This is an optimization exercise on Yosys and OpenROAD, whose aim is small area and a short achievable clock period, not a production implementation.
In this exercise RTL edits were held to simulation tests only and were not proved equivalent to the original.
Power and IR drop assume default switching activity.

## flow/design.v

```verilog
`default_nettype none
package awgn_pkg;
	localparam int unsigned uniform_width = 28;
	localparam int unsigned num_sources = 12;
	localparam int unsigned sample_width = 32;
	localparam int unsigned quant_width = 7;
	localparam int unsigned pipe_depth = 4;
	localparam logic [sample_width-1:0] clt_offset = 32'd1610612730;
	localparam logic [uniform_width-1:0] lfsr_taps = 28'h900_0000;
	localparam logic [num_sources*uniform_width-1:0] lfsr_seeds = {
		28'h6c4_a2e8, 28'hd08_f73b, 28'h39e_6ca5, 28'h7bd_2140,
		28'he15_b8f0, 28'h46a_c5d9, 28'h8f0_372c, 28'h2d9_1b6e,
		28'hc7e_0453, 28'h13f_8a26, 28'hb24_d091, 28'h5a3_c1e7
	};
	typedef struct packed {
		logic signed [quant_width-1:0] q;
		logic [sample_width-quant_width-1:0] frac;
	} clt_fields_s;
	typedef union packed {
		logic signed [sample_width-1:0] sample;
		clt_fields_s fields;
	} clt_word_u;
endpackage
`default_nettype wire
`default_nettype none
package snr_pkg;
	localparam int unsigned snr_width = 4;
	localparam int unsigned snr_max = 10;
	localparam int unsigned sigma_width = 16;
	localparam int unsigned sigma_frac_bits = 16;
	localparam logic [(snr_max+1)*sigma_width-1:0] sigma_table = {
		16'd2589,
		16'd2910,
		16'd3264,
		16'd3657,
		16'd4103,
		16'd4607,
		16'd5171,
		16'd5800,
		16'd6508,
		16'd7301,
		16'd8192
	};
	localparam int unsigned noise_width = 8;
endpackage
`default_nettype wire
`timescale 1ns/1ns
`default_nettype none
module awgn_ctrl (
	input  wire logic clk,
	input  wire logic rst_n,
	input  wire logic run,
	input  wire logic [snr_pkg::snr_width-1:0] snr_db,
	input  wire logic snr_load,
	output logic step,
	output logic stepped,
	output logic [snr_pkg::snr_width-1:0] snr_idx,
	output logic sample_valid,
	output logic snr_err
);
	logic [awgn_pkg::pipe_depth-1:0] valid_sr;
	logic snr_bad;
	assign step = run;
	assign snr_bad = (snr_db > snr_pkg::snr_max);
	always_ff @(posedge clk or negedge rst_n) begin
		if (!rst_n) begin
			snr_idx <= '0;
			snr_err <= 1'b0;
		end else begin
			snr_err <= snr_load && snr_bad;
			if (snr_load && !snr_bad)
				snr_idx <= snr_db;
		end
	end
	always_ff @(posedge clk or negedge rst_n) begin
		if (!rst_n)
			valid_sr <= '0;
		else
			valid_sr <= {valid_sr[awgn_pkg::pipe_depth-2:0], run};
	end
	assign stepped = valid_sr[0];
	assign sample_valid = valid_sr[awgn_pkg::pipe_depth-1];
endmodule
`default_nettype wire
`timescale 1ns/1ns
`default_nettype none
module uniform_bank (
	input  wire logic clk,
	input  wire logic rst_n,
	input  wire logic step,
	output logic [awgn_pkg::num_sources-1:0] fa,    
	output logic [awgn_pkg::num_sources-1:0] fac    
);
	logic [awgn_pkg::uniform_width-1:0] x;
	always_ff @(posedge clk or negedge rst_n) begin
		if (!rst_n)
			x <= 28'h528f573;
		else if (step)
			x <= (x >> 1) ^ (x[0] ? awgn_pkg::lfsr_taps : '0);
	end
	logic t28, t29, t30, t31, t32, t33, t34, t35, t36, t37, t38, t39, t40, t41, t42, t43, t44, t45, t46, t47, t48, t49, t50, t51, t52, t53, t54, t55, t56, t57, t58, t59, t60, t61, t62, t63, t64, t65, t66, t67;
	assign t28 = x[10] ^ x[17];
	assign t29 = x[0] ^ x[9];
	assign t30 = x[13] ^ x[20];
	assign t31 = x[7] ^ x[12];
	assign t32 = x[11] ^ x[15];
	assign t33 = x[4] ^ x[25];
	assign t34 = x[6] ^ x[22];
	assign t35 = x[14] ^ t31;
	assign t36 = x[3] ^ x[8];
	assign t37 = x[22] ^ x[24];
	assign t38 = x[21] ^ t29;
	assign t39 = x[12] ^ t37;
	assign t40 = x[1] ^ t35;
	assign t41 = x[13] ^ x[26];
	assign t42 = x[8] ^ t30;
	assign t43 = x[23] ^ t32;
	assign t44 = x[10] ^ x[18];
	assign t45 = x[19] ^ x[20];
	assign t46 = x[3] ^ x[25];
	assign t47 = t28 ^ t42;
	assign t48 = x[23] ^ t36;
	assign t49 = x[16] ^ t28;
	assign t50 = x[27] ^ t39;
	assign t51 = x[19] ^ t34;
	assign t52 = t29 ^ t33;
	assign t53 = x[1] ^ x[11];
	assign t54 = x[6] ^ t45;
	assign t55 = x[2] ^ t51;
	assign t56 = x[16] ^ t32;
	assign t57 = x[14] ^ t30;
	assign t58 = x[1] ^ x[27];
	assign t59 = x[25] ^ t54;
	assign t60 = x[18] ^ t41;
	assign t61 = x[5] ^ t40;
	assign t62 = x[21] ^ t46;
	assign t63 = t43 ^ t57;
	assign t64 = x[5] ^ t59;
	assign t65 = x[15] ^ t38;
	assign t66 = t44 ^ t48;
	assign t67 = t36 ^ t49;
	assign fa[0] = x[14] ^ t29 ^ t39 ^ t45 ^ t66;
	assign fa[1] = x[4] ^ t32 ^ t47 ^ t55;
	assign fa[2] = x[6] ^ x[19] ^ t28 ^ t63;
	assign fa[3] = x[5] ^ x[14] ^ t37 ^ t52;
	assign fa[4] = x[3] ^ t44 ^ t50 ^ t65;
	assign fa[5] = x[23] ^ t41;
	assign fa[6] = t34 ^ t38 ^ t41 ^ t48 ^ t53;
	assign fa[7] = t31 ^ t56 ^ t58 ^ t62;
	assign fa[8] = t31 ^ t33 ^ t47 ^ t65;
	assign fa[9] = t33 ^ t43 ^ t49;
	assign fa[10] = x[0] ^ x[16] ^ x[26] ^ t33 ^ t58 ^ t63;
	assign fa[11] = x[9] ^ t40 ^ t60 ^ t62;
	assign fac[0] = fa[0] & (x[7] ^ x[17] ^ t38 ^ t56 ^ t64);
	assign fac[1] = fa[1] & (x[19] ^ x[27] ^ t61 ^ t67);
	assign fac[2] = fa[2] & (x[11] ^ x[20] ^ t35 ^ t67);
	assign fac[3] = fa[3] & (x[21] ^ t53 ^ t55);
	assign fac[4] = fa[4] & ~(x[7] ^ x[10] ^ t46 ^ t51);
	assign fac[5] = fa[5] & ~(x[10] ^ t30);
	assign fac[6] = fa[6] & (x[0] ^ t64 ^ t66);
	assign fac[7] = fa[7] & (x[8] ^ t50 ^ t52 ^ t60);
	assign fac[8] = fa[8] & (x[4] ^ x[9] ^ x[18] ^ t28 ^ t34 ^ t61);
	assign fac[9] = fa[9] & (x[22] ^ x[25] ^ t40 ^ t42);
	assign fac[10] = fa[10] & (x[23] ^ t47 ^ t50 ^ t53);
	assign fac[11] = fa[11] & (t34 ^ t43 ^ t44 ^ t52);
endmodule
`default_nettype wire
`timescale 1ns/1ns
`default_nettype none
module clt_sum (
	input  wire logic clk,
	input  wire logic rst_n,
	input  wire logic [awgn_pkg::num_sources-1:0] fa,
	input  wire logic [awgn_pkg::num_sources-1:0] fac,
	input  wire logic stepped,
	output awgn_pkg::clt_word_u sum_word
);
	localparam logic [31:0] first_sum = 32'hfbf91a62;
	logic [3:0] n0, m;
	logic first;
	logic signed [2:0] half_low;
	logic [7:0] hi_add;
	logic [31:0] next_sum;
	function automatic logic [3:0] count12(input logic [11:0] v);
		logic [3:0] c;
		c = '0;
		for (int i = 0; i < 12; i++)
			c = c + {3'b0, v[i]};
		count12 = c;
	endfunction
	always_ff @(posedge clk) begin
		n0 <= count12(fa);
		m  <= count12(fac);
	end
	logic [4:0] low_sum;
	assign low_sum = 5'd6 + {4'b0, sum_word.sample[0]} - {1'b0, n0};
	assign half_low = low_sum[3:1];
	assign hi_add = 8'(4'd9 * n0) - {3'b0, m, 1'b0} - 8'd48;
	assign next_sum = {sum_word.sample[31], sum_word.sample[31:1]}
		+ {{29{half_low[2]}}, half_low} + {hi_add, 24'b0};
	always_ff @(posedge clk or negedge rst_n) begin
		if (!rst_n) begin
			sum_word.sample <= '0;
			first <= 1'b1;
		end else begin
			first <= 1'b0;
			if (stepped)
				sum_word.sample <= next_sum;
			else if (first)
				sum_word.sample <= first_sum;
		end
	end
endmodule
`default_nettype wire
`timescale 1ns/1ns
`default_nettype none
module noise_scale (
	input  wire logic clk,
	input  wire logic rst_n,
	input  wire awgn_pkg::clt_word_u sum_word,
	input  wire logic [snr_pkg::snr_width-1:0] snr_idx,
	output logic signed [awgn_pkg::quant_width-1:0] quant,
	output logic signed [snr_pkg::noise_width-1:0] noise
);
	logic signed [3:0] noise_r;
	function automatic logic signed [3:0] scale(input logic signed [6:0] q, input logic [3:0] idx);
		logic [15:0] sigma;
		logic signed [23:0] p;
		if (idx <= snr_pkg::snr_max)
			sigma = snr_pkg::sigma_table[idx*snr_pkg::sigma_width +: snr_pkg::sigma_width];
		else
			sigma = '0;
		p = q * $signed({1'b0, sigma});
		scale = p[19:16];
	endfunction
	always_ff @(posedge clk or negedge rst_n) begin
		if (!rst_n) begin
			quant <= '0;
			noise_r <= '0;
		end else begin
			quant <= sum_word.fields.q;
			noise_r <= scale(quant, snr_idx);
		end
	end
	assign noise = {{(snr_pkg::noise_width-4){noise_r[3]}}, noise_r};
endmodule
`default_nettype wire
`timescale 1ns/1ns
`default_nettype none
module awgn_gen (
	input  wire logic clk,
	input  wire logic rst_n,
	input  wire logic run,
	input  wire logic [snr_pkg::snr_width-1:0] snr_db,
	input  wire logic snr_load,
	output logic signed [awgn_pkg::sample_width-1:0] awgn_out,
	output logic signed [awgn_pkg::quant_width-1:0] awgn_out_quant,
	output logic signed [snr_pkg::noise_width-1:0] noise_out,
	output logic sample_valid,
	output logic snr_err
);
	logic step;
	logic stepped;
	logic [snr_pkg::snr_width-1:0] snr_idx;
	logic [awgn_pkg::num_sources-1:0] fa, fac;
	awgn_ctrl awgn_ctrl_i (
		.clk          (clk),
		.rst_n        (rst_n),
		.run          (run),
		.snr_db       (snr_db),
		.snr_load     (snr_load),
		.step         (step),
		.stepped      (stepped),
		.snr_idx      (snr_idx),
		.sample_valid (sample_valid),
		.snr_err      (snr_err)
	);
	uniform_bank uniform_bank_i (
		.clk   (clk),
		.rst_n (rst_n),
		.step  (step),
		.fa    (fa),
		.fac   (fac)
	);
	clt_sum clt_sum_i (
		.clk      (clk),
		.rst_n    (rst_n),
		.fa       (fa),
		.fac      (fac),
		.stepped  (stepped),
		.sum_word (awgn_out)
	);
	noise_scale noise_scale_i (
		.clk     (clk),
		.rst_n   (rst_n),
		.sum_word(awgn_out),
		.snr_idx (snr_idx),
		.quant   (awgn_out_quant),
		.noise   (noise_out)
	);
endmodule
`default_nettype wire
```

## flow/run.sh

```bash
#!/bin/bash
# synth_recipe.tcl (not shown) runs the flow's synth.tcl, then flattens the netlist and writes it again
# the make line also repeats each setting of config.mk as NAME=value (left out here)
make -C /OpenROAD-flow-scripts/flow DESIGN_CONFIG=/design/flow/config.mk WORK_HOME=/design/flow/orfs CLKGATE_MAP_FILE= SYNTH_SCRIPT=/design/flow/synth_recipe.tcl finish
```

## flow/constraint.sdc

```tcl
create_clock -name core_clock -period 7.5 [get_ports {clk}]
set_input_delay 1.5000 -clock core_clock [delete_from_list [all_inputs] [get_ports {clk}]]
set_output_delay 1.5000 -clock core_clock [all_outputs]
set_load 0.01 [all_outputs]
```

## flow/config.mk

```make
export PLATFORM = sky130hd
export DESIGN_NAME = awgn_gen
export DESIGN_NICKNAME = awgn_gen
export VERILOG_FILES = /design/flow/design.v
export SDC_FILE = /design/flow/constraint.sdc
export NUM_CORES = 4
export LEC_CHECK = 0
export CAP_MARGIN = 20
export CORE_MARGIN = 2
export CORE_UTILIZATION = 40
export SLEW_MARGIN = 20
```

==> flow_summary.json <==
{
  "ant_nets": 0,
  "die_area_um2": 26500,
  "skew_ns": 0.00949,
  "ys_types": 64,
  "start_kind": "flip-flop",
  "fin_setup_tns_ns": 0,
  "hold_buffers": 0,
  "clockBufferDepth": 2,
  "die_y_um": 163,
  "hp-class": "reg2reg",
  "num_antenna_cells": 0,
  "p_int_w": 0.00198,
  "dr.first_iter.drc_count": 280,
  "path_clk_slew_ns": 0.08,
  "fp.dieW_um": 163,
  "grt_use_total_pct": 17.1,
  "hold_violations": 0,
  "grt_max_degree": 63,
  "syn_area_um2": 10100,
  "finalCritPeriodShare_pct": 81.6,
  "cts_sinks": 89,
  "p_per_area_nw_per_um2": 331,
  "synthArstFlopShare_pct": 91.0,
  "synthTopCellsByCount": "ha_1, inv_1, xnor2_1, fa_1, dfrtp_1",
  "area_growth_pct": 11.4,
  "gr-total-overflow": 0,
  "max_freq_mhz": 163,
  "clockRootBuffer": "clkbuf_16",
  "tritoncts": "built",
  "num_vias": 7018,
  "whs_ns": 0.360,
  "ys_seq_area_share_pct": 21.9,
  "synth.largest_area_cell": "fa_1",
  "setup.worst_path.class": "reg2reg",
  "start_util_pct": 40.3,
  "worstPathRequired_ns": 7.75,
  "seq_power_share_pct": 18.1,
  "drive_above_1_share_pct": 7.83,
  "wl_per_cell_um": 15.2,
  "grt_pass1_vias": 7386,
  "end_kind": "flip-flop",
  "maxSlewHeadroom_pct": 32.8,
  "synth-seq-cells": 89,
  "dp.cells": 1400,
  "cellLeakagePower_nw": 5.38,
  "post-synth-top-count-cell": "ha_1",
  "cts-htree-levels": 3,
  "drv_slew": 0,
  "post-route-drc-count": 0,
  "cts_setup_buffers": 0,
  "cts.repair.resized": 0,
  "max_slew.worst_pin.slew_ns": 1.00,
  "yosys.area.top_type_share_pct": 16.7,
  "antenna_found_initial": 0,
  "core_area_um2": 25000,
  "pwr-share-clk_pct": 12.6,
  "synth.area.top_cells": "fa_1, dfrtp_1, ha_1, xnor2_1, inv_1",
  "synth_edf_count": 0,
  "vias_per_cell": 4.96,
  "cts_made_buffers": 9,
  "grt_first_pass_wirelength_um": 36300,
  "stdcell_count": 1416,
  "crit_arrival_ns": 6.36,
  "gp_congestion": 0.847,
  "synth_nets": 1264,
  "detailed_place_hpwl_um": 16900,
  "num_rows": 58,
  "portBuffers": 56,
  "status": "timing/DRC/antenna clean",
  "p_comb_share_pct": 69.3,
  "io_pins": 57,
  "min_period_ns": 6.12,
  "nNetsFinal": 1298,
  "syn_avg_cell_area_um2": 9.62,
  "synthFlopType": "dfrtp_1",
  "ys.warnings.count": 4,
  "rsz0062_at_grt": "no",
  "dr.pass1.iters": 4,
  "synthCells": 1047,
  "vdd_ir_drop_max_mv": 0.292,
  "clock_latency_ns": 0.35,
  "cp_max_fo": 7,
  "p_switching_w": 0.00173,
  "setup-violations-final": 0,
  "drv_cap": 0,
  "routed_wl_um": 21500,
  "swShare_pct": 46.7
}
power groups by stage:
stage / clock [W] / sequential (W) / combinational, W
final: 0.000467 / 0.000671 / 0.00257
after global routing: 0.000506 / 0.000683 / 0.00305
after CTS: 0.000484 / 0.000671 / 0.00264
after detailed placement: 0 / 0.000678 / 0.00261
after global placement: 0 / 0.000680 / 0.00259
after floorplan: 0 / 0.000647 / 0.00198
cells in the final DEF, fill, tap and decap left out, types with 8 or more instances in the layout:
master and instances:
ha_1 125, dfstp_2 16, nand3_1 13, nand2_1 60
nor3_1 10, o21ai_1 15, a21oi_1 52, and2_1 45
a21o_1 18, clkdlybuf4s50_1 55, nor2b_1 33, inv_1 121
clkbuf_16 9, xnor2_1 112, fa_1 84, dfxtp_1 8
o21ai_0 21, nor2_1 52, xor2_1 39, mux2_2 31
dfrtp_1 65, nand2b_1 16
final timing paths:
kind	from	end	slack [ns]	cells after the start
setup / recovery	awgn_ctrl_i.snr_idx[0]	noise_scale_i.noise_r[3]	1.38	23
hold / removal	awgn_ctrl_i.valid_sr[1]	awgn_ctrl_i.valid_sr[2]	0.36	0
setup reg to reg	awgn_ctrl_i.snr_idx[0]	noise_scale_i.noise_r[3]	1.38	23
hold reg to reg	awgn_ctrl_i.valid_sr[1]	awgn_ctrl_i.valid_sr[2]	0.36	0
max in group asynchronous	rst_n	clt_sum_i.sum_word[10]	5.40	2
min in group asynchronous	rst_n	uniform_bank_i.x[7]	1.01	1
critical path, stage by stage, from the launching register on:
cell       delay [ns]
dfrtp_1          0.47
inv_1            0.12
ha_1             0.24
nand2b_1         0.23
nand3_1          0.12
o21ai_0          0.08
o21ai_0          0.72
nor2b_1          0.15
fa_1             0.52
fa_1             0.52
fa_1             0.55
inv_1            0.05
fa_1             0.52
inv_1            0.04
ha_1             0.21
a2111oi_0        0.37
o211ai_1         0.15
a41oi_1          0.18
a211o_1          0.15
a21boi_1         0.09
o21a_1           0.21
o21ai_1          0.12
nand2b_1         0.08
xnor2_1          0.12
registers in the layout, indices dropped and copies added, names as in the netlist:
name / flops
uniform_bank_i.x: 28
awgn_ctrl_i.valid_sr: 4
awgn_ctrl_i.snr_idx: 4
noise_scale_i.noise_r: 4
clt_sum_i.m: 4
awgn_ctrl_i.snr_err: 1
clt_sum_i.sum_word: 32
clt_sum_i.first: 1
clt_sum_i.n0: 4
noise_scale_i.quant: 7
cell families (layout without fill, tap and decap cells):
logic type               Yosys count  in the layout  synth area share [%]
buffers and inverters            158            197                  6.16
AND/OR/NAND/NOR                  251            251                  12.6
adder cells (fa/ha/maj)          209            209                  32.2
XOR/XNOR                         153            153                  13.5
other                              1              1                0.0372
AO/OA/AOI/OAI                    153            153                  9.89
flip-flops                        89             89                  21.9
multiplexers                      33             33                  3.67
area by class of cell:
class                           instances  area (um^2)
Fill cell                            2454        13700
Multi-Input combinational cell        800         7240
Sequential cell                        89         2210
Inverter                              121          454
Clock inverter                          7         83.8
Timing Repair Buffer                   60          588
Clock buffer                            9          225
Tap cell                              330          413
metrics by stage:
stage	setup slack [ns]	power (W)	cell area, um^2	utilization, %
6_report	1.38	0.00371	11200	44.9
5_1_grt	0.821	0.00424	11200	44.9
4_1_cts	1.37	0.00380	11200	44.9
3_5_place_dp	1.39	0.00329	10900	43.7
3_3_place_gp	1.66	0.00327	10900	43.7
2_1_floorplan	2.11	0.00263	10100	-
layer usage:
| layer | part of all wire [%] | global-route usage [%] | vias to the layer above |
|---|---|---|---|
| met4 | 1.1 | 4.02 | 0 |
| met3 | 3.0 | 2.70 | 17 |
| met5 | 0 | 0 | - |
| met1 | 46 | 21.7 | 3407 |
| met2 | 50 | 30.6 | 94 |
| li1 | - | - | 3500 |

re-timing with driven ports:
No port has a modelled driver above. Below, the same layout with a new extraction and two added sets of constraints. Step 1 assumes that a clkbuf_16 drives the clock port and a buf_2 every other input. Step 2 times the ports against the registers' clock, not the clock port: input delays grow and output delays shrink by t, the midpoint of the rising clock arrivals with the driver on. Slacks: ideal ports / drivers / drivers and shift; pairs: ideal ports / drivers.
t (ns): 0.396
setup slack, ns: 1.381 / 1.381 / 1.381
worst hold slack (ns): 0.360 / 0.360 / 0.360
worst setup path at the end: register to register
slew at the worst register clock pin (ns): 0.08 / 0.08
After both steps this run still meets setup and hold. The setup slack of this run moves by 0.000 ns with the drivers and by 0.000 ns with both steps.
